Context: an optimization exercise on an open-source flow, tuned for small area, a short achievable clock period and few clock cycles per item. The choices shown serve that exercise and are no tape-out recipe.
Only simulation tests tie the RTL to the original design; equivalence was not proved.
Power is estimated from default activity; no workload was simulated.

--- flow/run.sh ---
#!/bin/bash
# Standard ORFS layout (the standard.sh), with the port buffers that
# buffer_ports inserts made sky130_fd_sc_hd__buf_1 instead of its default pick.
set -uo pipefail
bash standard.sh BUFFER_PORTS_ARGS="-buffer_cell sky130_fd_sc_hd__buf_1" finish > standard_make.log 2>&1
status=$?
tail -50 standard_make.log
exit $status
--- design.v ---
module tcp_synack_reply_builder (
  input  logic         clk,
  input  logic         rst,
  input  logic         in_valid,
  output logic         in_stall,
  input  logic [271:0] in_data,
  output logic         out_valid,
  input  logic         out_stall,
  output logic [256:0] out_data,
  input  logic         psel,
  input  logic         penable,
  input  logic         pwrite,
  input  logic [2:0]   paddr,
  input  logic [31:0]  pwdata,
  output logic [31:0]  prdata,
  output logic         pready
);
  function automatic logic [15:0] eac_add(input logic [15:0] x, input logic [15:0] y);
    logic [15:0] g, p, gg, pp, c;
    logic cin;
    g = x & y; p = x ^ y; gg = g; pp = p;
    for (int l = 0; l < 4; l++)
      for (int i = 0; i < 16; i++)
        if ((i >> l) & 1) begin
          gg[i] = gg[i] | (pp[i] & gg[((i >> l) << l) - 1]);
          pp[i] = pp[i] & pp[((i >> l) << l) - 1];
        end
    cin = gg[15];
    c[0] = cin;
    for (int i = 1; i < 16; i++) c[i] = gg[i-1] | (pp[i-1] & cin);
    eac_add = p ^ c;
  endfunction
  function automatic logic [15:0] eac_add0(input logic [15:0] x, input logic [15:0] y);
    logic [15:0] g, p, gg, pp, c;
    logic cin;
    g = x & y; p = x ^ y; gg = g; pp = p;
    for (int l = 0; l < 4; l++)
      for (int i = 0; i < 16; i++)
        if ((i >> l) & 1) begin
          gg[i] = gg[i] | (pp[i] & gg[((i >> l) << l) - 1]);
          pp[i] = pp[i] & pp[((i >> l) << l) - 1];
        end
    cin = gg[15] | pp[15];
    c[0] = cin;
    for (int i = 1; i < 16; i++) c[i] = gg[i-1] | (pp[i-1] & cin);
    eac_add0 = p ^ c;
  endfunction
  function automatic logic [15:0] eac_add0_ks(input logic [15:0] x, input logic [15:0] y);
    logic [15:0] p, gg, pp, g2, p2;
    p = x ^ y; gg = x & y; pp = p;
    for (int l = 0; l < 4; l++) begin
      for (int i = 0; i < 16; i++) begin
        g2[i] = gg[i] | (pp[i] & gg[(i + 16 - (1 << l)) % 16]);
        p2[i] = pp[i] & pp[(i + 16 - (1 << l)) % 16];
      end
      gg = g2; pp = p2;
    end
    for (int i = 0; i < 16; i++) eac_add0_ks[i] = p[i] ^ (gg[(i + 15) % 16] | pp[(i + 15) % 16]);
  endfunction
  function automatic logic [15:0] eac_add_ks(input logic [15:0] x, input logic [15:0] y);
    logic [15:0] p, gg, pp, g2, p2;
    p = x ^ y; gg = x & y; pp = p;
    for (int l = 0; l < 4; l++) begin
      for (int i = 0; i < 16; i++) begin
        g2[i] = gg[i] | (pp[i] & gg[(i + 16 - (1 << l)) % 16]);
        p2[i] = pp[i] & pp[(i + 16 - (1 << l)) % 16];
      end
      gg = g2; pp = p2;
    end
    for (int i = 0; i < 16; i++) eac_add_ks[i] = p[i] ^ gg[(i + 15) % 16];
  endfunction
  logic [15:0] local_port;
  logic [15:0] server_port;
  logic        wr_en;
  assign pready = 1'b1;
  assign wr_en  = psel && penable && pwrite;
  assign prdata = {16'd0, paddr[2] ? server_port : local_port};
  always_ff @(posedge clk) begin
    if (rst) begin
      local_port  <= 16'd0;
      server_port <= 16'd80;
    end else if (wr_en) begin
      if (paddr[2]) server_port <= pwdata[15:0];
      else          local_port  <= pwdata[15:0];
    end
  end
  localparam logic [15:0] TcpK = 16'h502B;
  localparam logic [15:0] CfgWRst = 16'h507B;   
  logic [15:0] cfg_o, cfg_u, cfg_v, cfg_m, cfg_w;
  assign cfg_o = paddr[2] ? local_port : server_port;
  assign cfg_u = pwdata[15:0] ^ cfg_o ^ TcpK;
  assign cfg_m = (pwdata[15:0] & cfg_o) | (pwdata[15:0] & TcpK) | (cfg_o & TcpK);
  assign cfg_v = {cfg_m[14:0], cfg_m[15]};
  always_ff @(posedge clk) begin
    if (rst)        cfg_w <= CfgWRst;
    else if (wr_en) cfg_w <= eac_add_ks(cfg_u, cfg_v);
  end
  logic [47:0] dmac, smac;
  logic [15:0] etype, dport;
  logic [7:0]  proto, flags;
  logic [31:0] sip, dip, seq_in, ack_in;
  assign {dmac, smac, etype, proto, sip, dip, dport, seq_in, ack_in, flags} = in_data;
  logic [15:0] sip_hi, sip_lo, dip_hi, dip_lo, ack_hi, ack_lo, seq_hi, seq_lo;
  assign {sip_hi, sip_lo} = sip;
  assign {dip_hi, dip_lo} = dip;
  assign {ack_hi, ack_lo} = ack_in;
  assign {seq_hi, seq_lo} = seq_in;
  logic match;
  assign match = (etype == 16'h0800) && (proto == 8'h06) && (dport == local_port) &&
                 (flags[5:0] == 6'h12);
  logic [31:0] ack_next;
  assign ack_next = seq_in + 32'd1;
  logic seq_wrap;
  assign seq_wrap = &seq_in;
  logic [15:0] sh_s, sh_m;
  assign sh_s[0] = sip_hi[0] ^ sip_lo[0] ^ dip_hi[0];
  assign sh_m[0] = (sip_hi[0] & sip_lo[0]) | (sip_hi[0] & dip_hi[0]) | (sip_lo[0] & dip_hi[0]);
  assign sh_s[1] = sip_hi[1] ^ sip_lo[1] ^ dip_hi[1];
  assign sh_m[1] = (sip_hi[1] & sip_lo[1]) | (sip_hi[1] & dip_hi[1]) | (sip_lo[1] & dip_hi[1]);
  assign sh_s[2] = sip_hi[2] ^ sip_lo[2] ^ dip_hi[2];
  assign sh_m[2] = (sip_hi[2] & sip_lo[2]) | (sip_hi[2] & dip_hi[2]) | (sip_lo[2] & dip_hi[2]);
  assign sh_s[3] = sip_hi[3] ^ sip_lo[3] ^ dip_hi[3];
  assign sh_m[3] = (sip_hi[3] & sip_lo[3]) | (sip_hi[3] & dip_hi[3]) | (sip_lo[3] & dip_hi[3]);
  assign sh_s[4] = sip_hi[4] ^ sip_lo[4] ^ dip_hi[4];
  assign sh_m[4] = (sip_hi[4] & sip_lo[4]) | (sip_hi[4] & dip_hi[4]) | (sip_lo[4] & dip_hi[4]);
  assign sh_s[5] = sip_hi[5] ^ sip_lo[5] ^ dip_hi[5];
  assign sh_m[5] = (sip_hi[5] & sip_lo[5]) | (sip_hi[5] & dip_hi[5]) | (sip_lo[5] & dip_hi[5]);
  assign sh_s[6] = sip_hi[6] ^ sip_lo[6] ^ dip_hi[6];
  assign sh_m[6] = (sip_hi[6] & sip_lo[6]) | (sip_hi[6] & dip_hi[6]) | (sip_lo[6] & dip_hi[6]);
  assign sh_s[7] = sip_hi[7] ^ sip_lo[7] ^ dip_hi[7];
  assign sh_m[7] = (sip_hi[7] & sip_lo[7]) | (sip_hi[7] & dip_hi[7]) | (sip_lo[7] & dip_hi[7]);
  assign sh_s[8] = sip_hi[8] ^ sip_lo[8] ^ dip_hi[8];
  assign sh_m[8] = (sip_hi[8] & sip_lo[8]) | (sip_hi[8] & dip_hi[8]) | (sip_lo[8] & dip_hi[8]);
  assign sh_s[9] = sip_hi[9] ^ sip_lo[9] ^ dip_hi[9];
  assign sh_m[9] = (sip_hi[9] & sip_lo[9]) | (sip_hi[9] & dip_hi[9]) | (sip_lo[9] & dip_hi[9]);
  assign sh_s[10] = sip_hi[10] ^ sip_lo[10] ^ dip_hi[10];
  assign sh_m[10] = (sip_hi[10] & sip_lo[10]) | (sip_hi[10] & dip_hi[10]) | (sip_lo[10] & dip_hi[10]);
  assign sh_s[11] = sip_hi[11] ^ sip_lo[11] ^ dip_hi[11];
  assign sh_m[11] = (sip_hi[11] & sip_lo[11]) | (sip_hi[11] & dip_hi[11]) | (sip_lo[11] & dip_hi[11]);
  assign sh_s[12] = sip_hi[12] ^ sip_lo[12] ^ dip_hi[12];
  assign sh_m[12] = (sip_hi[12] & sip_lo[12]) | (sip_hi[12] & dip_hi[12]) | (sip_lo[12] & dip_hi[12]);
  assign sh_s[13] = sip_hi[13] ^ sip_lo[13] ^ dip_hi[13];
  assign sh_m[13] = (sip_hi[13] & sip_lo[13]) | (sip_hi[13] & dip_hi[13]) | (sip_lo[13] & dip_hi[13]);
  assign sh_s[14] = sip_hi[14] ^ sip_lo[14] ^ dip_hi[14];
  assign sh_m[14] = (sip_hi[14] & sip_lo[14]) | (sip_hi[14] & dip_hi[14]) | (sip_lo[14] & dip_hi[14]);
  assign sh_s[15] = sip_hi[15] ^ sip_lo[15] ^ dip_hi[15];
  assign sh_m[15] = (sip_hi[15] & sip_lo[15]) | (sip_hi[15] & dip_hi[15]) | (sip_lo[15] & dip_hi[15]);
  logic ip_s1, ip_c2;
  logic ip_s3, ip_c4;
  logic ip_s5, ip_c6;
  logic ip_s7, ip_c8;
  logic ip_s9, ip_c10;
  logic ip_s11, ip_c12;
  logic ip_s13, ip_c14;
  logic ip_s15, ip_c16;
  logic ip_s17, ip_c18;
  logic ip_s19, ip_c20;
  logic ip_s21, ip_c22;
  logic ip_s23, ip_c24;
  logic ip_s25, ip_c26;
  logic ip_s27, ip_c28;
  logic ip_s29, ip_c30;
  logic ip_s31, ip_c32;
  logic ip_s33, ip_c34;
  logic ip_s35, ip_c36;
  logic ip_s37, ip_c38;
  logic ip_s39, ip_c40;
  logic ip_s41, ip_c42;
  logic ip_s43, ip_c44;
  logic ip_s45, ip_c46;
  logic ip_s47, ip_c48;
  logic ip_s49, ip_c50;
  logic ip_s51, ip_c52;
  logic ip_s53, ip_c54;
  logic ip_s55, ip_c56;
  logic ip_s57, ip_c58;
  logic ip_s59, ip_c60;
  logic ip_s61, ip_c62;
  logic ip_s63, ip_c64;
  logic tcp_s65, tcp_c66;
  logic tcp_s67, tcp_c68;
  logic tcp_s69, tcp_c70;
  logic tcp_s71, tcp_c72;
  logic tcp_s73, tcp_c74;
  logic tcp_s75, tcp_c76;
  logic tcp_s77, tcp_c78;
  logic tcp_s79, tcp_c80;
  logic tcp_s81, tcp_c82;
  logic tcp_s83, tcp_c84;
  logic tcp_s85, tcp_c86;
  logic tcp_s87, tcp_c88;
  logic tcp_s89, tcp_c90;
  logic tcp_s91, tcp_c92;
  logic tcp_s93, tcp_c94;
  logic tcp_s95, tcp_c96;
  logic tcp_s97, tcp_c98;
  logic tcp_s99, tcp_c100;
  logic tcp_s101, tcp_c102;
  logic tcp_s103, tcp_c104;
  logic tcp_s105, tcp_c106;
  logic tcp_s107, tcp_c108;
  logic tcp_s109, tcp_c110;
  logic tcp_s111, tcp_c112;
  logic tcp_s113, tcp_c114;
  logic tcp_s115, tcp_c116;
  logic tcp_s117, tcp_c118;
  logic tcp_s119, tcp_c120;
  logic tcp_s121, tcp_c122;
  logic tcp_s123, tcp_c124;
  logic tcp_s125, tcp_c126;
  logic tcp_s127, tcp_c128;
  logic tcp_s129, tcp_c130;
  logic tcp_s131, tcp_c132;
  logic tcp_s133, tcp_c134;
  logic tcp_s135, tcp_c136;
  logic tcp_s137, tcp_c138;
  logic tcp_s139, tcp_c140;
  logic tcp_s141, tcp_c142;
  logic tcp_s143, tcp_c144;
  logic tcp_s145, tcp_c146;
  logic tcp_s147, tcp_c148;
  logic tcp_s149, tcp_c150;
  logic tcp_s151, tcp_c152;
  logic tcp_s153, tcp_c154;
  logic tcp_s155, tcp_c156;
  logic tcp_s157, tcp_c158;
  logic tcp_s159, tcp_c160;
  logic tcp_s161, tcp_c162;
  logic tcp_s163, tcp_c164;
  logic tcp_s165, tcp_c166;
  logic tcp_s167, tcp_c168;
  logic tcp_s169, tcp_c170;
  logic tcp_s171, tcp_c172;
  logic tcp_s173, tcp_c174;
  logic tcp_s175, tcp_c176;
  logic tcp_s177, tcp_c178;
  logic tcp_s179, tcp_c180;
  logic tcp_s181, tcp_c182;
  logic tcp_s183, tcp_c184;
  logic tcp_s185, tcp_c186;
  logic tcp_s187, tcp_c188;
  logic tcp_s189, tcp_c190;
  logic tcp_s191, tcp_c192;
  logic tcp_s193, tcp_c194;
  logic tcp_s195, tcp_c196;
  logic tcp_s197, tcp_c198;
  logic tcp_s199, tcp_c200;
  logic tcp_s201, tcp_c202;
  logic tcp_s203, tcp_c204;
  logic tcp_s205, tcp_c206;
  logic tcp_s207, tcp_c208;
  logic tcp_s209, tcp_c210;
  logic tcp_s211, tcp_c212;
  logic tcp_s213, tcp_c214;
  logic tcp_s215, tcp_c216;
  logic tcp_s217, tcp_c218;
  logic tcp_s219, tcp_c220;
  logic tcp_s221, tcp_c222;
  logic tcp_s223, tcp_c224;
  logic tcp_s225, tcp_c226;
  logic tcp_s227, tcp_c228;
  logic tcp_s229, tcp_c230;
  logic tcp_s231, tcp_c232;
  logic tcp_s233, tcp_c234;
  logic tcp_s235, tcp_c236;
  logic tcp_s237, tcp_c238;
  logic tcp_s239, tcp_c240;
  logic tcp_s241, tcp_c242;
  logic tcp_s243, tcp_c244;
  logic tcp_s245, tcp_c246;
  logic tcp_s247, tcp_c248;
  logic tcp_s249, tcp_c250;
  logic tcp_s251, tcp_c252;
  logic tcp_s253, tcp_c254;
  logic tcp_s255, tcp_c256;
  assign ip_s1 = 1'b1 ^ dip_lo[0] ^ sh_s[0];
  assign ip_c2 = (1'b1 & dip_lo[0]) | (1'b1 & sh_s[0]) | (dip_lo[0] & sh_s[0]);
  assign ip_s3 = 1'b1 ^ dip_lo[1] ^ sh_s[1];
  assign ip_c4 = (1'b1 & dip_lo[1]) | (1'b1 & sh_s[1]) | (dip_lo[1] & sh_s[1]);
  assign ip_s5 = 1'b1 ^ dip_lo[2] ^ sh_s[2];
  assign ip_c6 = (1'b1 & dip_lo[2]) | (1'b1 & sh_s[2]) | (dip_lo[2] & sh_s[2]);
  assign ip_s7 = 1'b1 ^ dip_lo[3] ^ sh_s[3];
  assign ip_c8 = (1'b1 & dip_lo[3]) | (1'b1 & sh_s[3]) | (dip_lo[3] & sh_s[3]);
  assign ip_s9 = 1'b0 ^ dip_lo[4] ^ sh_s[4];
  assign ip_c10 = (1'b0 & dip_lo[4]) | (1'b0 & sh_s[4]) | (dip_lo[4] & sh_s[4]);
  assign ip_s11 = 1'b1 ^ dip_lo[5] ^ sh_s[5];
  assign ip_c12 = (1'b1 & dip_lo[5]) | (1'b1 & sh_s[5]) | (dip_lo[5] & sh_s[5]);
  assign ip_s13 = 1'b0 ^ dip_lo[6] ^ sh_s[6];
  assign ip_c14 = (1'b0 & dip_lo[6]) | (1'b0 & sh_s[6]) | (dip_lo[6] & sh_s[6]);
  assign ip_s15 = 1'b0 ^ dip_lo[7] ^ sh_s[7];
  assign ip_c16 = (1'b0 & dip_lo[7]) | (1'b0 & sh_s[7]) | (dip_lo[7] & sh_s[7]);
  assign ip_s17 = 1'b0 ^ dip_lo[8] ^ sh_s[8];
  assign ip_c18 = (1'b0 & dip_lo[8]) | (1'b0 & sh_s[8]) | (dip_lo[8] & sh_s[8]);
  assign ip_s19 = 1'b0 ^ dip_lo[9] ^ sh_s[9];
  assign ip_c20 = (1'b0 & dip_lo[9]) | (1'b0 & sh_s[9]) | (dip_lo[9] & sh_s[9]);
  assign ip_s21 = 1'b1 ^ dip_lo[10] ^ sh_s[10];
  assign ip_c22 = (1'b1 & dip_lo[10]) | (1'b1 & sh_s[10]) | (dip_lo[10] & sh_s[10]);
  assign ip_s23 = 1'b0 ^ dip_lo[11] ^ sh_s[11];
  assign ip_c24 = (1'b0 & dip_lo[11]) | (1'b0 & sh_s[11]) | (dip_lo[11] & sh_s[11]);
  assign ip_s25 = 1'b0 ^ dip_lo[12] ^ sh_s[12];
  assign ip_c26 = (1'b0 & dip_lo[12]) | (1'b0 & sh_s[12]) | (dip_lo[12] & sh_s[12]);
  assign ip_s27 = 1'b0 ^ dip_lo[13] ^ sh_s[13];
  assign ip_c28 = (1'b0 & dip_lo[13]) | (1'b0 & sh_s[13]) | (dip_lo[13] & sh_s[13]);
  assign ip_s29 = 1'b1 ^ dip_lo[14] ^ sh_s[14];
  assign ip_c30 = (1'b1 & dip_lo[14]) | (1'b1 & sh_s[14]) | (dip_lo[14] & sh_s[14]);
  assign ip_s31 = 1'b0 ^ dip_lo[15] ^ sh_s[15];
  assign ip_c32 = (1'b0 & dip_lo[15]) | (1'b0 & sh_s[15]) | (dip_lo[15] & sh_s[15]);
  assign ip_s33 = sh_m[15] ^ ip_s1 ^ ip_c32;
  assign ip_c34 = (sh_m[15] & ip_s1) | (sh_m[15] & ip_c32) | (ip_s1 & ip_c32);
  assign ip_s35 = sh_m[0] ^ ip_c2 ^ ip_s3;
  assign ip_c36 = (sh_m[0] & ip_c2) | (sh_m[0] & ip_s3) | (ip_c2 & ip_s3);
  assign ip_s37 = sh_m[1] ^ ip_c4 ^ ip_s5;
  assign ip_c38 = (sh_m[1] & ip_c4) | (sh_m[1] & ip_s5) | (ip_c4 & ip_s5);
  assign ip_s39 = sh_m[2] ^ ip_c6 ^ ip_s7;
  assign ip_c40 = (sh_m[2] & ip_c6) | (sh_m[2] & ip_s7) | (ip_c6 & ip_s7);
  assign ip_s41 = sh_m[3] ^ ip_c8 ^ ip_s9;
  assign ip_c42 = (sh_m[3] & ip_c8) | (sh_m[3] & ip_s9) | (ip_c8 & ip_s9);
  assign ip_s43 = sh_m[4] ^ ip_c10 ^ ip_s11;
  assign ip_c44 = (sh_m[4] & ip_c10) | (sh_m[4] & ip_s11) | (ip_c10 & ip_s11);
  assign ip_s45 = sh_m[5] ^ ip_c12 ^ ip_s13;
  assign ip_c46 = (sh_m[5] & ip_c12) | (sh_m[5] & ip_s13) | (ip_c12 & ip_s13);
  assign ip_s47 = sh_m[6] ^ ip_c14 ^ ip_s15;
  assign ip_c48 = (sh_m[6] & ip_c14) | (sh_m[6] & ip_s15) | (ip_c14 & ip_s15);
  assign ip_s49 = sh_m[7] ^ ip_c16 ^ ip_s17;
  assign ip_c50 = (sh_m[7] & ip_c16) | (sh_m[7] & ip_s17) | (ip_c16 & ip_s17);
  assign ip_s51 = sh_m[8] ^ ip_c18 ^ ip_s19;
  assign ip_c52 = (sh_m[8] & ip_c18) | (sh_m[8] & ip_s19) | (ip_c18 & ip_s19);
  assign ip_s53 = sh_m[9] ^ ip_c20 ^ ip_s21;
  assign ip_c54 = (sh_m[9] & ip_c20) | (sh_m[9] & ip_s21) | (ip_c20 & ip_s21);
  assign ip_s55 = sh_m[10] ^ ip_c22 ^ ip_s23;
  assign ip_c56 = (sh_m[10] & ip_c22) | (sh_m[10] & ip_s23) | (ip_c22 & ip_s23);
  assign ip_s57 = sh_m[11] ^ ip_c24 ^ ip_s25;
  assign ip_c58 = (sh_m[11] & ip_c24) | (sh_m[11] & ip_s25) | (ip_c24 & ip_s25);
  assign ip_s59 = sh_m[12] ^ ip_c26 ^ ip_s27;
  assign ip_c60 = (sh_m[12] & ip_c26) | (sh_m[12] & ip_s27) | (ip_c26 & ip_s27);
  assign ip_s61 = sh_m[13] ^ ip_c28 ^ ip_s29;
  assign ip_c62 = (sh_m[13] & ip_c28) | (sh_m[13] & ip_s29) | (ip_c28 & ip_s29);
  assign ip_s63 = sh_m[14] ^ ip_c30 ^ ip_s31;
  assign ip_c64 = (sh_m[14] & ip_c30) | (sh_m[14] & ip_s31) | (ip_c30 & ip_s31);
  assign tcp_s65 = cfg_w[0] ^ dip_lo[0] ^ ack_hi[0];
  assign tcp_c66 = (cfg_w[0] & dip_lo[0]) | (cfg_w[0] & ack_hi[0]) | (dip_lo[0] & ack_hi[0]);
  assign tcp_s67 = ack_lo[0] ^ seq_hi[0] ^ seq_lo[0];
  assign tcp_c68 = (ack_lo[0] & seq_hi[0]) | (ack_lo[0] & seq_lo[0]) | (seq_hi[0] & seq_lo[0]);
  assign tcp_s69 = cfg_w[1] ^ dip_lo[1] ^ ack_hi[1];
  assign tcp_c70 = (cfg_w[1] & dip_lo[1]) | (cfg_w[1] & ack_hi[1]) | (dip_lo[1] & ack_hi[1]);
  assign tcp_s71 = ack_lo[1] ^ seq_hi[1] ^ seq_lo[1];
  assign tcp_c72 = (ack_lo[1] & seq_hi[1]) | (ack_lo[1] & seq_lo[1]) | (seq_hi[1] & seq_lo[1]);
  assign tcp_s73 = cfg_w[2] ^ dip_lo[2] ^ ack_hi[2];
  assign tcp_c74 = (cfg_w[2] & dip_lo[2]) | (cfg_w[2] & ack_hi[2]) | (dip_lo[2] & ack_hi[2]);
  assign tcp_s75 = ack_lo[2] ^ seq_hi[2] ^ seq_lo[2];
  assign tcp_c76 = (ack_lo[2] & seq_hi[2]) | (ack_lo[2] & seq_lo[2]) | (seq_hi[2] & seq_lo[2]);
  assign tcp_s77 = cfg_w[3] ^ dip_lo[3] ^ ack_hi[3];
  assign tcp_c78 = (cfg_w[3] & dip_lo[3]) | (cfg_w[3] & ack_hi[3]) | (dip_lo[3] & ack_hi[3]);
  assign tcp_s79 = ack_lo[3] ^ seq_hi[3] ^ seq_lo[3];
  assign tcp_c80 = (ack_lo[3] & seq_hi[3]) | (ack_lo[3] & seq_lo[3]) | (seq_hi[3] & seq_lo[3]);
  assign tcp_s81 = cfg_w[4] ^ dip_lo[4] ^ ack_hi[4];
  assign tcp_c82 = (cfg_w[4] & dip_lo[4]) | (cfg_w[4] & ack_hi[4]) | (dip_lo[4] & ack_hi[4]);
  assign tcp_s83 = ack_lo[4] ^ seq_hi[4] ^ seq_lo[4];
  assign tcp_c84 = (ack_lo[4] & seq_hi[4]) | (ack_lo[4] & seq_lo[4]) | (seq_hi[4] & seq_lo[4]);
  assign tcp_s85 = cfg_w[5] ^ dip_lo[5] ^ ack_hi[5];
  assign tcp_c86 = (cfg_w[5] & dip_lo[5]) | (cfg_w[5] & ack_hi[5]) | (dip_lo[5] & ack_hi[5]);
  assign tcp_s87 = ack_lo[5] ^ seq_hi[5] ^ seq_lo[5];
  assign tcp_c88 = (ack_lo[5] & seq_hi[5]) | (ack_lo[5] & seq_lo[5]) | (seq_hi[5] & seq_lo[5]);
  assign tcp_s89 = cfg_w[6] ^ dip_lo[6] ^ ack_hi[6];
  assign tcp_c90 = (cfg_w[6] & dip_lo[6]) | (cfg_w[6] & ack_hi[6]) | (dip_lo[6] & ack_hi[6]);
  assign tcp_s91 = ack_lo[6] ^ seq_hi[6] ^ seq_lo[6];
  assign tcp_c92 = (ack_lo[6] & seq_hi[6]) | (ack_lo[6] & seq_lo[6]) | (seq_hi[6] & seq_lo[6]);
  assign tcp_s93 = cfg_w[7] ^ dip_lo[7] ^ ack_hi[7];
  assign tcp_c94 = (cfg_w[7] & dip_lo[7]) | (cfg_w[7] & ack_hi[7]) | (dip_lo[7] & ack_hi[7]);
  assign tcp_s95 = ack_lo[7] ^ seq_hi[7] ^ seq_lo[7];
  assign tcp_c96 = (ack_lo[7] & seq_hi[7]) | (ack_lo[7] & seq_lo[7]) | (seq_hi[7] & seq_lo[7]);
  assign tcp_s97 = cfg_w[8] ^ dip_lo[8] ^ ack_hi[8];
  assign tcp_c98 = (cfg_w[8] & dip_lo[8]) | (cfg_w[8] & ack_hi[8]) | (dip_lo[8] & ack_hi[8]);
  assign tcp_s99 = ack_lo[8] ^ seq_hi[8] ^ seq_lo[8];
  assign tcp_c100 = (ack_lo[8] & seq_hi[8]) | (ack_lo[8] & seq_lo[8]) | (seq_hi[8] & seq_lo[8]);
  assign tcp_s101 = cfg_w[9] ^ dip_lo[9] ^ ack_hi[9];
  assign tcp_c102 = (cfg_w[9] & dip_lo[9]) | (cfg_w[9] & ack_hi[9]) | (dip_lo[9] & ack_hi[9]);
  assign tcp_s103 = ack_lo[9] ^ seq_hi[9] ^ seq_lo[9];
  assign tcp_c104 = (ack_lo[9] & seq_hi[9]) | (ack_lo[9] & seq_lo[9]) | (seq_hi[9] & seq_lo[9]);
  assign tcp_s105 = cfg_w[10] ^ dip_lo[10] ^ ack_hi[10];
  assign tcp_c106 = (cfg_w[10] & dip_lo[10]) | (cfg_w[10] & ack_hi[10]) | (dip_lo[10] & ack_hi[10]);
  assign tcp_s107 = ack_lo[10] ^ seq_hi[10] ^ seq_lo[10];
  assign tcp_c108 = (ack_lo[10] & seq_hi[10]) | (ack_lo[10] & seq_lo[10]) | (seq_hi[10] & seq_lo[10]);
  assign tcp_s109 = cfg_w[11] ^ dip_lo[11] ^ ack_hi[11];
  assign tcp_c110 = (cfg_w[11] & dip_lo[11]) | (cfg_w[11] & ack_hi[11]) | (dip_lo[11] & ack_hi[11]);
  assign tcp_s111 = ack_lo[11] ^ seq_hi[11] ^ seq_lo[11];
  assign tcp_c112 = (ack_lo[11] & seq_hi[11]) | (ack_lo[11] & seq_lo[11]) | (seq_hi[11] & seq_lo[11]);
  assign tcp_s113 = cfg_w[12] ^ dip_lo[12] ^ ack_hi[12];
  assign tcp_c114 = (cfg_w[12] & dip_lo[12]) | (cfg_w[12] & ack_hi[12]) | (dip_lo[12] & ack_hi[12]);
  assign tcp_s115 = ack_lo[12] ^ seq_hi[12] ^ seq_lo[12];
  assign tcp_c116 = (ack_lo[12] & seq_hi[12]) | (ack_lo[12] & seq_lo[12]) | (seq_hi[12] & seq_lo[12]);
  assign tcp_s117 = cfg_w[13] ^ dip_lo[13] ^ ack_hi[13];
  assign tcp_c118 = (cfg_w[13] & dip_lo[13]) | (cfg_w[13] & ack_hi[13]) | (dip_lo[13] & ack_hi[13]);
  assign tcp_s119 = ack_lo[13] ^ seq_hi[13] ^ seq_lo[13];
  assign tcp_c120 = (ack_lo[13] & seq_hi[13]) | (ack_lo[13] & seq_lo[13]) | (seq_hi[13] & seq_lo[13]);
  assign tcp_s121 = cfg_w[14] ^ dip_lo[14] ^ ack_hi[14];
  assign tcp_c122 = (cfg_w[14] & dip_lo[14]) | (cfg_w[14] & ack_hi[14]) | (dip_lo[14] & ack_hi[14]);
  assign tcp_s123 = ack_lo[14] ^ seq_hi[14] ^ seq_lo[14];
  assign tcp_c124 = (ack_lo[14] & seq_hi[14]) | (ack_lo[14] & seq_lo[14]) | (seq_hi[14] & seq_lo[14]);
  assign tcp_s125 = cfg_w[15] ^ dip_lo[15] ^ ack_hi[15];
  assign tcp_c126 = (cfg_w[15] & dip_lo[15]) | (cfg_w[15] & ack_hi[15]) | (dip_lo[15] & ack_hi[15]);
  assign tcp_s127 = ack_lo[15] ^ seq_hi[15] ^ seq_lo[15];
  assign tcp_c128 = (ack_lo[15] & seq_hi[15]) | (ack_lo[15] & seq_lo[15]) | (seq_hi[15] & seq_lo[15]);
  assign tcp_s129 = sh_s[0] ^ sh_m[15] ^ tcp_s65;
  assign tcp_c130 = (sh_s[0] & sh_m[15]) | (sh_s[0] & tcp_s65) | (sh_m[15] & tcp_s65);
  assign tcp_s131 = tcp_s67 ^ tcp_c126 ^ tcp_c128;
  assign tcp_c132 = (tcp_s67 & tcp_c126) | (tcp_s67 & tcp_c128) | (tcp_c126 & tcp_c128);
  assign tcp_s133 = sh_s[1] ^ sh_m[0] ^ tcp_c66;
  assign tcp_c134 = (sh_s[1] & sh_m[0]) | (sh_s[1] & tcp_c66) | (sh_m[0] & tcp_c66);
  assign tcp_s135 = tcp_c68 ^ tcp_s69 ^ tcp_s71;
  assign tcp_c136 = (tcp_c68 & tcp_s69) | (tcp_c68 & tcp_s71) | (tcp_s69 & tcp_s71);
  assign tcp_s137 = sh_s[2] ^ sh_m[1] ^ tcp_c70;
  assign tcp_c138 = (sh_s[2] & sh_m[1]) | (sh_s[2] & tcp_c70) | (sh_m[1] & tcp_c70);
  assign tcp_s139 = tcp_c72 ^ tcp_s73 ^ tcp_s75;
  assign tcp_c140 = (tcp_c72 & tcp_s73) | (tcp_c72 & tcp_s75) | (tcp_s73 & tcp_s75);
  assign tcp_s141 = sh_s[3] ^ sh_m[2] ^ tcp_c74;
  assign tcp_c142 = (sh_s[3] & sh_m[2]) | (sh_s[3] & tcp_c74) | (sh_m[2] & tcp_c74);
  assign tcp_s143 = tcp_c76 ^ tcp_s77 ^ tcp_s79;
  assign tcp_c144 = (tcp_c76 & tcp_s77) | (tcp_c76 & tcp_s79) | (tcp_s77 & tcp_s79);
  assign tcp_s145 = sh_s[4] ^ sh_m[3] ^ tcp_c78;
  assign tcp_c146 = (sh_s[4] & sh_m[3]) | (sh_s[4] & tcp_c78) | (sh_m[3] & tcp_c78);
  assign tcp_s147 = tcp_c80 ^ tcp_s81 ^ tcp_s83;
  assign tcp_c148 = (tcp_c80 & tcp_s81) | (tcp_c80 & tcp_s83) | (tcp_s81 & tcp_s83);
  assign tcp_s149 = sh_s[5] ^ sh_m[4] ^ tcp_c82;
  assign tcp_c150 = (sh_s[5] & sh_m[4]) | (sh_s[5] & tcp_c82) | (sh_m[4] & tcp_c82);
  assign tcp_s151 = tcp_c84 ^ tcp_s85 ^ tcp_s87;
  assign tcp_c152 = (tcp_c84 & tcp_s85) | (tcp_c84 & tcp_s87) | (tcp_s85 & tcp_s87);
  assign tcp_s153 = sh_s[6] ^ sh_m[5] ^ tcp_c86;
  assign tcp_c154 = (sh_s[6] & sh_m[5]) | (sh_s[6] & tcp_c86) | (sh_m[5] & tcp_c86);
  assign tcp_s155 = tcp_c88 ^ tcp_s89 ^ tcp_s91;
  assign tcp_c156 = (tcp_c88 & tcp_s89) | (tcp_c88 & tcp_s91) | (tcp_s89 & tcp_s91);
  assign tcp_s157 = sh_s[7] ^ sh_m[6] ^ tcp_c90;
  assign tcp_c158 = (sh_s[7] & sh_m[6]) | (sh_s[7] & tcp_c90) | (sh_m[6] & tcp_c90);
  assign tcp_s159 = tcp_c92 ^ tcp_s93 ^ tcp_s95;
  assign tcp_c160 = (tcp_c92 & tcp_s93) | (tcp_c92 & tcp_s95) | (tcp_s93 & tcp_s95);
  assign tcp_s161 = sh_s[8] ^ sh_m[7] ^ tcp_c94;
  assign tcp_c162 = (sh_s[8] & sh_m[7]) | (sh_s[8] & tcp_c94) | (sh_m[7] & tcp_c94);
  assign tcp_s163 = tcp_c96 ^ tcp_s97 ^ tcp_s99;
  assign tcp_c164 = (tcp_c96 & tcp_s97) | (tcp_c96 & tcp_s99) | (tcp_s97 & tcp_s99);
  assign tcp_s165 = sh_s[9] ^ sh_m[8] ^ tcp_c98;
  assign tcp_c166 = (sh_s[9] & sh_m[8]) | (sh_s[9] & tcp_c98) | (sh_m[8] & tcp_c98);
  assign tcp_s167 = tcp_c100 ^ tcp_s101 ^ tcp_s103;
  assign tcp_c168 = (tcp_c100 & tcp_s101) | (tcp_c100 & tcp_s103) | (tcp_s101 & tcp_s103);
  assign tcp_s169 = sh_s[10] ^ sh_m[9] ^ tcp_c102;
  assign tcp_c170 = (sh_s[10] & sh_m[9]) | (sh_s[10] & tcp_c102) | (sh_m[9] & tcp_c102);
  assign tcp_s171 = tcp_c104 ^ tcp_s105 ^ tcp_s107;
  assign tcp_c172 = (tcp_c104 & tcp_s105) | (tcp_c104 & tcp_s107) | (tcp_s105 & tcp_s107);
  assign tcp_s173 = sh_s[11] ^ sh_m[10] ^ tcp_c106;
  assign tcp_c174 = (sh_s[11] & sh_m[10]) | (sh_s[11] & tcp_c106) | (sh_m[10] & tcp_c106);
  assign tcp_s175 = tcp_c108 ^ tcp_s109 ^ tcp_s111;
  assign tcp_c176 = (tcp_c108 & tcp_s109) | (tcp_c108 & tcp_s111) | (tcp_s109 & tcp_s111);
  assign tcp_s177 = sh_s[12] ^ sh_m[11] ^ tcp_c110;
  assign tcp_c178 = (sh_s[12] & sh_m[11]) | (sh_s[12] & tcp_c110) | (sh_m[11] & tcp_c110);
  assign tcp_s179 = tcp_c112 ^ tcp_s113 ^ tcp_s115;
  assign tcp_c180 = (tcp_c112 & tcp_s113) | (tcp_c112 & tcp_s115) | (tcp_s113 & tcp_s115);
  assign tcp_s181 = sh_s[13] ^ sh_m[12] ^ tcp_c114;
  assign tcp_c182 = (sh_s[13] & sh_m[12]) | (sh_s[13] & tcp_c114) | (sh_m[12] & tcp_c114);
  assign tcp_s183 = tcp_c116 ^ tcp_s117 ^ tcp_s119;
  assign tcp_c184 = (tcp_c116 & tcp_s117) | (tcp_c116 & tcp_s119) | (tcp_s117 & tcp_s119);
  assign tcp_s185 = sh_s[14] ^ sh_m[13] ^ tcp_c118;
  assign tcp_c186 = (sh_s[14] & sh_m[13]) | (sh_s[14] & tcp_c118) | (sh_m[13] & tcp_c118);
  assign tcp_s187 = tcp_c120 ^ tcp_s121 ^ tcp_s123;
  assign tcp_c188 = (tcp_c120 & tcp_s121) | (tcp_c120 & tcp_s123) | (tcp_s121 & tcp_s123);
  assign tcp_s189 = sh_s[15] ^ sh_m[14] ^ tcp_c122;
  assign tcp_c190 = (sh_s[15] & sh_m[14]) | (sh_s[15] & tcp_c122) | (sh_m[14] & tcp_c122);
  assign tcp_s191 = tcp_c124 ^ tcp_s125 ^ tcp_s127;
  assign tcp_c192 = (tcp_c124 & tcp_s125) | (tcp_c124 & tcp_s127) | (tcp_s125 & tcp_s127);
  assign tcp_s193 = tcp_s129 ^ tcp_s131 ^ tcp_c190;
  assign tcp_c194 = (tcp_s129 & tcp_s131) | (tcp_s129 & tcp_c190) | (tcp_s131 & tcp_c190);
  assign tcp_s195 = tcp_c130 ^ tcp_c132 ^ tcp_s133;
  assign tcp_c196 = (tcp_c130 & tcp_c132) | (tcp_c130 & tcp_s133) | (tcp_c132 & tcp_s133);
  assign tcp_s197 = tcp_c134 ^ tcp_c136 ^ tcp_s137;
  assign tcp_c198 = (tcp_c134 & tcp_c136) | (tcp_c134 & tcp_s137) | (tcp_c136 & tcp_s137);
  assign tcp_s199 = tcp_c138 ^ tcp_c140 ^ tcp_s141;
  assign tcp_c200 = (tcp_c138 & tcp_c140) | (tcp_c138 & tcp_s141) | (tcp_c140 & tcp_s141);
  assign tcp_s201 = tcp_c142 ^ tcp_c144 ^ tcp_s145;
  assign tcp_c202 = (tcp_c142 & tcp_c144) | (tcp_c142 & tcp_s145) | (tcp_c144 & tcp_s145);
  assign tcp_s203 = tcp_c146 ^ tcp_c148 ^ tcp_s149;
  assign tcp_c204 = (tcp_c146 & tcp_c148) | (tcp_c146 & tcp_s149) | (tcp_c148 & tcp_s149);
  assign tcp_s205 = tcp_c150 ^ tcp_c152 ^ tcp_s153;
  assign tcp_c206 = (tcp_c150 & tcp_c152) | (tcp_c150 & tcp_s153) | (tcp_c152 & tcp_s153);
  assign tcp_s207 = tcp_c154 ^ tcp_c156 ^ tcp_s157;
  assign tcp_c208 = (tcp_c154 & tcp_c156) | (tcp_c154 & tcp_s157) | (tcp_c156 & tcp_s157);
  assign tcp_s209 = tcp_c158 ^ tcp_c160 ^ tcp_s161;
  assign tcp_c210 = (tcp_c158 & tcp_c160) | (tcp_c158 & tcp_s161) | (tcp_c160 & tcp_s161);
  assign tcp_s211 = tcp_c162 ^ tcp_c164 ^ tcp_s165;
  assign tcp_c212 = (tcp_c162 & tcp_c164) | (tcp_c162 & tcp_s165) | (tcp_c164 & tcp_s165);
  assign tcp_s213 = tcp_c166 ^ tcp_c168 ^ tcp_s169;
  assign tcp_c214 = (tcp_c166 & tcp_c168) | (tcp_c166 & tcp_s169) | (tcp_c168 & tcp_s169);
  assign tcp_s215 = tcp_c170 ^ tcp_c172 ^ tcp_s173;
  assign tcp_c216 = (tcp_c170 & tcp_c172) | (tcp_c170 & tcp_s173) | (tcp_c172 & tcp_s173);
  assign tcp_s217 = tcp_c174 ^ tcp_c176 ^ tcp_s177;
  assign tcp_c218 = (tcp_c174 & tcp_c176) | (tcp_c174 & tcp_s177) | (tcp_c176 & tcp_s177);
  assign tcp_s219 = tcp_c178 ^ tcp_c180 ^ tcp_s181;
  assign tcp_c220 = (tcp_c178 & tcp_c180) | (tcp_c178 & tcp_s181) | (tcp_c180 & tcp_s181);
  assign tcp_s221 = tcp_c182 ^ tcp_c184 ^ tcp_s185;
  assign tcp_c222 = (tcp_c182 & tcp_c184) | (tcp_c182 & tcp_s185) | (tcp_c184 & tcp_s185);
  assign tcp_s223 = tcp_c186 ^ tcp_c188 ^ tcp_s189;
  assign tcp_c224 = (tcp_c186 & tcp_c188) | (tcp_c186 & tcp_s189) | (tcp_c188 & tcp_s189);
  assign tcp_s225 = tcp_c192 ^ tcp_s193 ^ tcp_c224;
  assign tcp_c226 = (tcp_c192 & tcp_s193) | (tcp_c192 & tcp_c224) | (tcp_s193 & tcp_c224);
  assign tcp_s227 = tcp_s135 ^ tcp_c194 ^ tcp_s195;
  assign tcp_c228 = (tcp_s135 & tcp_c194) | (tcp_s135 & tcp_s195) | (tcp_c194 & tcp_s195);
  assign tcp_s229 = tcp_s139 ^ tcp_c196 ^ tcp_s197;
  assign tcp_c230 = (tcp_s139 & tcp_c196) | (tcp_s139 & tcp_s197) | (tcp_c196 & tcp_s197);
  assign tcp_s231 = tcp_s143 ^ tcp_c198 ^ tcp_s199;
  assign tcp_c232 = (tcp_s143 & tcp_c198) | (tcp_s143 & tcp_s199) | (tcp_c198 & tcp_s199);
  assign tcp_s233 = tcp_s147 ^ tcp_c200 ^ tcp_s201;
  assign tcp_c234 = (tcp_s147 & tcp_c200) | (tcp_s147 & tcp_s201) | (tcp_c200 & tcp_s201);
  assign tcp_s235 = tcp_s151 ^ tcp_c202 ^ tcp_s203;
  assign tcp_c236 = (tcp_s151 & tcp_c202) | (tcp_s151 & tcp_s203) | (tcp_c202 & tcp_s203);
  assign tcp_s237 = tcp_s155 ^ tcp_c204 ^ tcp_s205;
  assign tcp_c238 = (tcp_s155 & tcp_c204) | (tcp_s155 & tcp_s205) | (tcp_c204 & tcp_s205);
  assign tcp_s239 = tcp_s159 ^ tcp_c206 ^ tcp_s207;
  assign tcp_c240 = (tcp_s159 & tcp_c206) | (tcp_s159 & tcp_s207) | (tcp_c206 & tcp_s207);
  assign tcp_s241 = tcp_s163 ^ tcp_c208 ^ tcp_s209;
  assign tcp_c242 = (tcp_s163 & tcp_c208) | (tcp_s163 & tcp_s209) | (tcp_c208 & tcp_s209);
  assign tcp_s243 = tcp_s167 ^ tcp_c210 ^ tcp_s211;
  assign tcp_c244 = (tcp_s167 & tcp_c210) | (tcp_s167 & tcp_s211) | (tcp_c210 & tcp_s211);
  assign tcp_s245 = tcp_s171 ^ tcp_c212 ^ tcp_s213;
  assign tcp_c246 = (tcp_s171 & tcp_c212) | (tcp_s171 & tcp_s213) | (tcp_c212 & tcp_s213);
  assign tcp_s247 = tcp_s175 ^ tcp_c214 ^ tcp_s215;
  assign tcp_c248 = (tcp_s175 & tcp_c214) | (tcp_s175 & tcp_s215) | (tcp_c214 & tcp_s215);
  assign tcp_s249 = tcp_s179 ^ tcp_c216 ^ tcp_s217;
  assign tcp_c250 = (tcp_s179 & tcp_c216) | (tcp_s179 & tcp_s217) | (tcp_c216 & tcp_s217);
  assign tcp_s251 = tcp_s183 ^ tcp_c218 ^ tcp_s219;
  assign tcp_c252 = (tcp_s183 & tcp_c218) | (tcp_s183 & tcp_s219) | (tcp_c218 & tcp_s219);
  assign tcp_s253 = tcp_s187 ^ tcp_c220 ^ tcp_s221;
  assign tcp_c254 = (tcp_s187 & tcp_c220) | (tcp_s187 & tcp_s221) | (tcp_c220 & tcp_s221);
  assign tcp_s255 = tcp_s191 ^ tcp_c222 ^ tcp_s223;
  assign tcp_c256 = (tcp_s191 & tcp_c222) | (tcp_s191 & tcp_s223) | (tcp_c222 & tcp_s223);
  logic [15:0] ip_a, ip_b, tcp_a, tcp_b;
  assign ip_a = {ip_c62, ip_c60, ip_c58, ip_c56, ip_c54, ip_c52, ip_c50, ip_c48, ip_c46, ip_c44, ip_c42, ip_c40, ip_c38, ip_c36, ip_c34, ip_s33};
  assign ip_b = {ip_s63, ip_s61, ip_s59, ip_s57, ip_s55, ip_s53, ip_s51, ip_s49, ip_s47, ip_s45, ip_s43, ip_s41, ip_s39, ip_s37, ip_s35, ip_c64};
  assign tcp_a = {tcp_c254, tcp_c252, tcp_c250, tcp_c248, tcp_c246, tcp_c244, tcp_c242, tcp_c240, tcp_c238, tcp_c236, tcp_c234, tcp_c232, tcp_c230, tcp_c228, tcp_c226, tcp_s225};
  assign tcp_b = {tcp_s255, tcp_s253, tcp_s251, tcp_s249, tcp_s247, tcp_s245, tcp_s243, tcp_s241, tcp_s239, tcp_s237, tcp_s235, tcp_s233, tcp_s231, tcp_s229, tcp_s227, tcp_c256};
  logic [15:0] tcp_x, tcp_y, tcp_hs, tcp_hc;
  assign tcp_x  = ~tcp_a;
  assign tcp_y  = ~tcp_b;
  assign tcp_hs = tcp_x ^ tcp_y ^ {15'd0, seq_wrap};
  assign tcp_hc = (tcp_x & tcp_y) | ({15'd0, seq_wrap} & (tcp_x ^ tcp_y));
  localparam int W = 1 + 48 + 48 + 32 + 32 + 32 + 32 + 32 + 32 + 0;
  logic         ld;
  logic [W-1:0] nxt, q;
  assign ld       = !out_valid || !out_stall;
  assign in_stall = !ld;
  assign nxt = {1'b1, smac, dmac, dip, sip, ack_in, ack_next, ~ip_a, ~ip_b, tcp_hs, {tcp_hc[14:0], tcp_hc[15]}};
  always_ff @(posedge clk) begin
    if (rst)     out_valid <= 1'b0;
    else if (ld) out_valid <= in_valid;
  end
  logic ld_m, hold;
  logic [W-1:0] q_d;
  assign ld_m = ld && match;
  assign hold = !ld;
  assign q_d = (nxt & {W{ld_m}}) | (q & {W{hold}});
  always_ff @(posedge clk) begin
    q <= q_d;
  end
  logic        q_send;
  logic [47:0] q_dmac, q_smac;
  logic [31:0] q_sip, q_dip, q_seq, q_ack;
  logic [15:0] q_ipx, q_ipy, q_tcpx, q_tcpy;
  logic        q_wrap;
  assign {q_send, q_dmac, q_smac, q_sip, q_dip, q_seq, q_ack, q_ipx, q_ipy, q_tcpx, q_tcpy} = q;
  assign q_wrap = 1'b0;
  assign out_data = {q_send, q_dmac, q_smac, q_sip, q_dip, eac_add0_ks(q_ipx, q_ipy),
                     q_seq, q_ack, eac_add0_ks(q_tcpx, q_tcpy)};
endmodule
--- config.mk ---
export PLATFORM = sky130hd
export DESIGN_NAME = tcp_synack_reply_builder
export DESIGN_NICKNAME = tcp_synack_reply_builder
export VERILOG_FILES = /design/flow/design.v
export SDC_FILE = /design/flow/constraint.sdc
export NUM_CORES = 4
export LEC_CHECK = 0
export ABC_AREA = 0
export CAP_MARGIN = 20
export CORE_MARGIN = 2
export CORE_UTILIZATION = 40
export SETUP_SLACK_MARGIN = 4.0
export SLEW_MARGIN = 20
--- constraint.sdc ---
create_clock -name core_clock -period 8.0 [get_ports {clk}]
set_input_delay 1.6000 -clock core_clock [delete_from_list [all_inputs] [get_ports {clk}]]
set_output_delay 1.6000 -clock core_clock [all_outputs]
set_load 0.01 [all_outputs]
--- standard.sh ---
#!/bin/bash
# synth_recipe.tcl (not shown) runs the flow's synth.tcl, then flattens the netlist and writes it again
# the make line also repeats each setting of config.mk as NAME=value (left out here)
make -C /OpenROAD-flow-scripts/flow DESIGN_CONFIG=/design/flow/config.mk WORK_HOME=/design/flow/orfs CLKGATE_MAP_FILE= SYNTH_SCRIPT=/design/flow/synth_recipe.tcl "${@:-finish}"
==> results.txt, run 1 <==
The flow ran to the end and the layout has no timing, DRC or antenna violations. The path with the worst hold slack has its endpoint at q[262]. The register share of total power is 35.1%. The endpoint kind of the worst setup timing path is a primary output. The largest net degree at the start of global routing is 149.

The detailed router finished its first iteration with 1080 violations. Detailed placement finished with a half-perimeter wire length of 54870 um. Counting instances, the worst hold path has a depth of 2. The synthesized flop and latch total is 338. The synthesized design devotes to its leading area cell type 30.64% of total area. The number of levels in the clock H-tree came out at 2. The number of buffers created by CTS is 42. The number of fill cells in the layout came out at 5365.

The required time of the critical path is 6.40 ns. The setup TNS is 0 ns. The first global-routing pass estimated 110400 um of wire. The met2 global-route usage came out at 42.12%.

The global placer's final weighted congestion is 0.9423. The max-slew violation total from the final report came out at 0. The clock reaches the later pin of the worst-skew pair after 0.58 ns. By area the synthesized netlist is led by sky130_fd_sc_hd__dfxtp_1, sky130_fd_sc_hd__fa_1, sky130_fd_sc_hd__nand2_1.

The proportion of synthesized flip-flops having asynchronous set or reset is 0%. The instance count after placement with tap cells included is 3706. The final period utilization came out at 50.86%.

The static leakage came out at 11.88 nW. The worst reg-to-reg path cell count is 8. The count of pins on the block boundary is 606. For this run, the leading register cell type out of synthesis is sky130_fd_sc_hd__dfxtp_1. The die is 238.6 um wide. The worst relative slew slack is 37.01%. The count of endpoints failing hold in the final timing report came out at 0. The launch instance of the worst min-delay path is q[262].

The die outline area is 56940 um2. The internal power is 3.402 mW. Setup repair after global routing could not meet its margin everywhere. The count of unique library cells instantiated by Yosys is 63. STA classifies the critical path startpoint as a flip-flop.

The final routed DRC violation total is 0. The switching power share of the total is 29.73%. The worst register-to-register path ends at q[154]. The post-route antenna net violation count is 0.

In this run the most used layer during global routing was met2. Walking the worst path, the cells encountered are ha_4, a21oi_4, o21bai_1, a21oi_2, o211ai_1, a211oi_2, xnor2_1, buf_2. The wire length per cell after detailed routing came out at 19.24 um. The maximum buffer depth of the clock tree came out at 3. The average footprint of a synthesized cell is 7.886 um2. The net switching power is 1.439 mW. At the pin with the least slew margin, the transition time is 0.9449 ns. The library cell with the largest summed area after synthesis is sky130_fd_sc_hd__dfxtp_1. The total global routing track utilization came out at 24.99%. The chip height came out at 238.6 um. The share of the yosys chip area belonging to registers came out at 30.78%.

The total setup violations reported at the end of the flow is 0. The worst register-to-register path has a setup slack of 4.85 ns. The synthesis warning total came out at 1. For this run the aggregate overflow at the end of global routing stands at 0. The count of clock tree sinks is 338. The startpoint identified for the worst register-to-register timing path is local_port[3].

In this run the power density over the cells is 182.9 nW/um2. For the final database, setup skew stands at 0.01854 ns. The maximum fanout count along the critical path came out at 6. The ratio of cells with drive above 1 in the final layout came out at 16.88%. The tree is rooted in a sky130_fd_sc_hd__clkbuf_16.

The number of hold buffers added after CTS was 0. TritonCTS built the clock tree. The maximum ir drop on the vdd rail came out at 140.4 uV. The largest single stage delay on the critical path is 0.34 ns. In the layout the commonest cells are sky130_fd_sc_hd__nand2_1, sky130_fd_sc_hd__buf_1, sky130_fd_sc_hd__dfxtp_1. The core outline area is 54130 um2.

The max capacitance violation total is 0. The worst hold path class is flip-flop to flip-flop. The clock transition at the register clock pins on the worst setup and hold paths after CTS is 0.06 ns. The initial utilization of the core area, before any placement, comes to 40.67%. The leading cell type in the layout, fill and taps excluded is sky130_fd_sc_hd__nand2_1. The final cell count without fillers is 3846. The endpoint arrival time on the critical path is 2.47 ns. The combinational fraction of design power is 22.7%. Counting flops with a built-in enable in the synthesized netlist gives 1. The area overhead of the layout relative to synthesis is 20.24%. The slowest stage of the critical path belongs to the cell sky130_fd_sc_hd__dfxtp_2. The core occupancy in the finished layout is 48.91%. Static timing analysis puts the maximum clock frequency at 0.2458 GHz. The type of the worst setup path is flip-flop to primary output. The number of rows in the core area is 85. The gate count of the mapped netlist came out at 2792. The number of nets in the final layout is 3652. The routed wire length came out at 73990 um. The via count of the first global-routing pass is 18914. Global routing consumed, on the met1 layer, 32.04% of the routing resources.

The clock network accounts for 42.2% of the total power. The smallest clock period supported by the final layout is computed as 4.069 ns. The worst hold slack after final layout came out at 0.4329 ns. The number of input and output port buffers inserted came out at 568. The initial antenna violation count came to 6. The detailed-router iteration count before antenna repair came out at 7. The met3 track demand over resource in global routing is 5.012%. The summed instance area of the synthesized netlist came out at 22020 um2. The number of vias per cell after detailed routing is 5.050.

Detailed routing inserted a total of 19423 vias.
## power groups by stage
stage / clock, mW / combinational [mW] / sequential (mW)
after floorplan: 0 / 0.744 / 1.73
after global placement: 0 / 1.06 / 1.74
after detailed placement: 0 / 1.07 / 1.74
after CTS: 2.09 / 1.10 / 1.70
after global routing: 2.15 / 1.28 / 1.70
final: 2.04 / 1.10 / 1.70
## repair_timing
| action | CTS | global route |
|---|---|---|
| resized for setup | 239 | 148 |
| pin swaps | 74 | 84 |
| setup endpoints to repair | 69 | 60 |
| setup buffers | 30 | 23 |
| cloned | 3 | 3 |
## flip-flops by register name (all words and copies together) (netlist names), named ones only
signal       count
q              288
server_port     16
local_port      16
cfg_w           16
out_valid        1
## layer usage
layer	part of all wire [%]	routed length [um]	vias up
li1	-	-	9460
met1	43	31730	9167
met2	48	35400	668
met3	6.0	4454	126
met4	3.2	2394	2
met5	0.018	13	-
## final cells by class
class                      count  area (um2)  area share (%)
antenna                        5       12.51         0.04726
clock buffer                  58        1211           4.575
clock inverter                18       271.5           1.026
inverter                     298        1246           4.707
multi-input combinational   1794       13080           49.41
sequential                   338        6838           25.83
tap                          696       870.8           3.289
timing repair buffer         637        2923           11.04
timing repair inverter         2       20.02         0.07562
## cell usage after synthesis, drive strengths merged (14+ instances only)
library cell and n:
xor2 29, nor2 71, nand2 659, o211ai 18, a31oi 14, a21o 20
mux2 26, o21ai 56, nor3 25, a22o 17, nand3 268, o21bai 18
nor4 23, buf 289, dfxtp 337, clkbuf 88, ha 98, xnor2 60
fa 127, inv 297, nand4 41, a21oi 111
## per-stage QoR
| step | setup slack, ns | power (mW) | cell area (um2) |
|---|---|---|---|
| after detailed placement | 3.007 | 2.811 | 23120 |
| after CTS | 3.889 | 4.884 | 25810 |
| after global placement | 2.990 | 2.798 | 23120 |
| after global routing | 3.833 | 5.122 | 26470 |
| after floorplan | 3.687 | 2.478 | 22420 |
| final | 3.931 | 4.841 | 26470 |
## kinds of logic (layout without fill, tap and decap cells)
logic type / Yosys count / count (layout) / synth area share [%]
AND/OR/NAND/NOR: 1124 / 1124 / 22.24
buffers and inverters: 675 / 1013 / 15.90
flip-flops: 338 / 338 / 30.78
AO/OA/AOI/OAI: 305 / 305 / 8.695
adder cells (fa/ha/maj): 225 / 225 / 17.12
XOR/XNOR: 89 / 89 / 3.540
multiplexers: 34 / 34 / 1.693
other: 2 / 22 / 0.03411
## how the worst max path moves through the flow
stage                            start            to  slack (ns)  cells after the start
after global placement        paddr[2]     cfg_w[11]        2.99                     11
after global routing             q[62]  out_data[88]        3.83                      9
after detailed placement      paddr[2]     cfg_w[11]        3.01                     11
final                            q[59]  out_data[94]        3.93                      8
after floorplan           in_data[104]         q[16]        3.69                     10
after CTS                         q[7]   out_data[6]        3.89                      8
## critical path, delay by kind of cell (launching register included)
family,cells,cell delay [ns]
adders and majority gates,1,0.28
xor gates and xnor gates,1,0.18
buffers and inverters,1,0.18
DFF,1,0.34
AOI/OAI and AO/OA,5,0.92
Testbench counts, summed over its fixed seeds: cycles 9,608, items 9,600.
==> inputs of run 2 (changes only) <==
--- a/config.mk
+++ b/config.mk
@@ -10,4 +10,4 @@
 export CORE_MARGIN = 2
 export CORE_UTILIZATION = 40
-export SETUP_SLACK_MARGIN = 4.0
+export SETUP_SLACK_MARGIN = 3.9
 export SLEW_MARGIN = 20
==> results.txt, run 2 <==
In this run the worst hold path is classified as flip-flop to flip-flop. The most frequent cell on the critical path is sky130_fd_sc_hd__fa_1. In the layout the commonest cells are sky130_fd_sc_hd__nand2_1, sky130_fd_sc_hd__buf_1, sky130_fd_sc_hd__dfxtp_1.

The static leakage came out at 11.46 nW. Broken down by cell family, the worst path's largest delay share belongs to adder cells. The count of unique library cells instantiated by Yosys came out at 63. The flow ran to the end and the layout has no timing, DRC or antenna violations. The number of levels in the clock H-tree came out at 2. The launch instance of the worst min-delay path is q[225].

The first global-routing pass estimated 105600 um of wire. The number of rows in the core area came out at 85. The number of cells on the worst reg-to-reg path is 8. The worst stage delay on the critical path is 0.57 ns.

The number of nets in the final layout came out at 3622. The die is 238.6 um wide. Counting flops with a built-in enable in the synthesized netlist gives 1. The final cell count without fillers is 3812. Setup repair after global routing could not meet its margin everywhere. The max-slew violation total from the final report was 0. The worst hold path terminates at q[225]. TritonCTS built the clock tree. Counting flops and latches in the post-synthesis netlist gives 338. The upper clock frequency limit is 0.2461 GHz.

The chip height came out at 238.6 um. The setup TNS came out at 0 ns. The required time of the critical path came out at 8.51 ns. The flop-to-flop setup slack is 4.86 ns. The proportion of synthesized flip-flops having asynchronous set or reset came out at 0%.

The number of flip-flops in the largest register came out at 288. The total global routing track utilization is 23.91%. The final period utilization came out at 50.79%. The worst hold slack after final layout came out at 0.4320 ns. The clock root buffer is sky130_fd_sc_hd__clkbuf_16. The core outline area is 54130 um2. The number of input and output port buffers inserted is 568. The slowest stage of the critical path is the sky130_fd_sc_hd__fa_1 cell. STA classifies the critical path endpoint as a flip-flop. Traced cell by cell, the critical path runs through buf_6, inv_2, fa_1, inv_2, fa_1, fa_1, fa_1, inv_2, fa_1, nand3_1, nand2_1. The total via count after detailed routing is 19130. The maximum buffer depth of the clock tree came out at 3.

After routing the design area is 25530 um2. The routed wire length is 70720 um. The instance count after placement with tap cells included is 3705. The number of buffers created by CTS is 42. The clock skew is 0.01820 ns. The share of the yosys chip area belonging to registers is 30.78%. The worst setup timing slack at the placement stage came out at 2.882 ns. The detailed router finished its first iteration with 1108 violations. The global route total overflow is 0. The endpoint arrival time on the critical path is 4.57 ns. The largest net degree at the start of global routing is 171.

The synthesized design devotes to its leading area cell type 30.64% of total area. The count of pins on the block boundary is 606. In this run the critical register-to-register path is captured at q[238]. The summed instance area of the synthesized netlist came out at 22020 um2. The library cell with the largest summed area after synthesis is sky130_fd_sc_hd__dfxtp_1. The clock transition at the register clock pins on the worst setup and hold paths after CTS came out at 0.06 ns. Ranked by instance count, the synthesized netlist is headed by sky130_fd_sc_hd__nand2_1, sky130_fd_sc_hd__dfxtp_1, sky130_fd_sc_hd__inv_1, sky130_fd_sc_hd__nand3_1, sky130_fd_sc_hd__buf_4. Once layout is complete, the utilization of the core stands at 47.17%.

The maximum fanout count along the critical path came out at 2. The wire-length estimate of the detail-placed layout is 54360 um. q holds more flip-flops than any other register. The die covers 56940 um2.

The kind of start point of the critical path is a primary input. By startpoint and endpoint, the worst setup path is classified as primary input to flip-flop. The number of buffer and inverter stages on the critical path is 4. Among all cell types in the netlist, the one instantiated most often is sky130_fd_sc_hd__nand2_1. The wire length per cell after detailed routing is 18.55 um. The via count of the first global-routing pass is 18203.

The power per cell area came out at 180.2 nW/um2. The initial utilization of the core area, before any placement, comes to 40.67%. The average footprint of a synthesized cell is 7.886 um2. The slew at the pin closest to its max-slew limit came out at 1.035 ns. The insertion delay of the later-clocked pin in the worst-skew pair is 0.58 ns. The detailed-router iteration count before antenna repair is 6. VDD sags by at most 129.0 uV. The worst relative slew slack is 30.82%.

Synthesis produced 2792 cells. Leaving out fill and tap cells, the most frequent cell in the layout is sky130_fd_sc_hd__nand2_1. The final routed DRC violation total came out at 0. Across the run, the number of max-cap violations was 0. Setup violations remaining at the end of the flow were counted as 0.

For this run, the leading register cell type out of synthesis is sky130_fd_sc_hd__dfxtp_1. The count of clock tree sinks is 338. The synthesis warning total came out at 1. The global placer's final weighted congestion is 0.9408. The number of vias per cell after detailed routing is 5.018. The count of endpoints failing hold in the final timing report was 0. The initial antenna violation count is 4. Counting instances, the worst hold path has a depth of 2. The post-route antenna net violation count came out at 0.

The worst-case setup margin in the final layout is 3.937 ns. The area overhead of the layout relative to synthesis came out at 15.96%. The post-layout total power is 4.600 mW. The ratio of cells with drive above 1 in the final layout came out at 12.34%.

Sorting the synthesized cells by area gives the leading types as sky130_fd_sc_hd__dfxtp_1, sky130_fd_sc_hd__fa_1, sky130_fd_sc_hd__nand2_1. The cell area reported after detailed placement is 22990 um2. The time the final worst path needs with I/O delays and setup came out at 4.063 ns. The worst register-to-register path begins at local_port[0].
-- run 2: changes by cell type in the layout (fill, tap and decap cells not counted), moves of 7 or more --
cell	change
sky130_fd_sc_hd__dfxtp_2	-27
sky130_fd_sc_hd__buf_4	-23
sky130_fd_sc_hd__ha_2	-17
sky130_fd_sc_hd__clkbuf_2	-11
sky130_fd_sc_hd__nand3_1	+9
sky130_fd_sc_hd__nand3_2	-9
sky130_fd_sc_hd__fa_2	-14
sky130_fd_sc_hd__fa_1	+14
sky130_fd_sc_hd__a21oi_1	+8
sky130_fd_sc_hd__buf_1	+21
sky130_fd_sc_hd__buf_2	-7
sky130_fd_sc_hd__dfxtp_1	+28
sky130_fd_sc_hd__ha_1	+19
-- run 2: area by class of cell --
type	instances	area, um2
fillers	5505	28600
flip-flops and latches	338	6800
multi-input cells	1794	12750
repair buffers	609	2540
clock inverters	16	140.1
inverters	298	1246
diodes	3	7.507
well taps	696	870.8
clock buffers	58	1181
-- run 2: cells by family (layout without fill, tap and decap cells) --
family	after synthesis	count (layout)	share of synthesized area, %
xor gates and xnor gates	89	89	3.540
and+or+nand+nor	1124	1124	22.24
buffers and inverters	675	981	15.90
other	2	20	0.03411
DFF	338	338	30.78
adders and majority gates	225	225	17.12
muxes	34	34	1.693
AOI/OAI and AO/OA	305	305	8.695
-- run 2: power breakdown --
group / total [mW] / switching (mW) / internal (mW) / leakage, nW
clock: 1.85 / 0.780 / 1.07 / 0.637
combinational: 1.05 / 0.628 / 0.424 / 8.08
sequential: 1.70 / 0.00679 / 1.69 / 2.74
total: 4.60 / 1.42 / 3.18 / 11.5
-- run 2: tightest hold or removal path: cells and delay by family, from the launching register on --
kind / cells / cell delay, ns
flip-flops: 1 / 0.30
AND/OR/NAND/NOR: 2 / 0.09
-- run 2: worst max path at each step --
stage / from / endpoint / cells past startpoint
after floorplan: in_data[104] / q[16] / 10
after global placement: paddr[2] / cfg_w[13] / 10
after detailed placement: paddr[2] / cfg_w[13] / 10
after CTS: q[4] / out_data[7] / 8
after global routing: q[6] / out_data[7] / 8
final: in_data[120] / q[16] / 11
-- run 2: what timing repair did --
| action | in CTS | in global routing |
|---|---|---|
| cloned | 0 | 0 |
| resized for setup | 133 | 142 |
| hold buffers | 0 | 0 |
| pin swaps | 14 | 65 |
| setup endpoints to repair | 72 | 44 |
| buffers inserted | 4 | 26 |
-- run 2: metal layers --
layer  vias up  routed length [um]  GRT usage [%]  share of wire, %
li1       9380                   -              -                 -
met1      8967               30500          30.94                43
met2       661               33860          40.16                48
met3       118                4146          4.411               5.9
met4         4                2180          7.898               3.1
met5         -                  28              0             0.040

-- port drivers added, routing unchanged --
The results above use ideal ports. As a check the final layouts listed here were re-extracted and re-timed, cells and wires unchanged. Step 1: set_driving_cell puts a clkbuf_16 on clk and a buf_2 on each other input, an assumption about the parent block. Step 2 moves the port delays by t, midway between the first and last clock arrival at a register: inputs arrive t later, outputs are due t later. That takes back most of the time a late clock gives input paths. Three values: ideal, step 1, step 2; two values: the first two.
run | t (ns) | setup WS [ns] | worst setup path at the end | latest minus earliest clock arrival (ns) | cell pins on the clock port's net
run 1 | 0.636 | 3.931 / 3.866 / 3.312 | input to register | 0.020 / 0.020 | 1
run 2 | 0.630 | 3.937 / 3.878 / 3.316 | input to register | 0.022 / 0.022 | 1
After both steps every run listed still meets setup and hold. For run 2, which loses most, drivers alone change the setup slack by -0.059 ns; drivers and shift together by -0.621 ns.
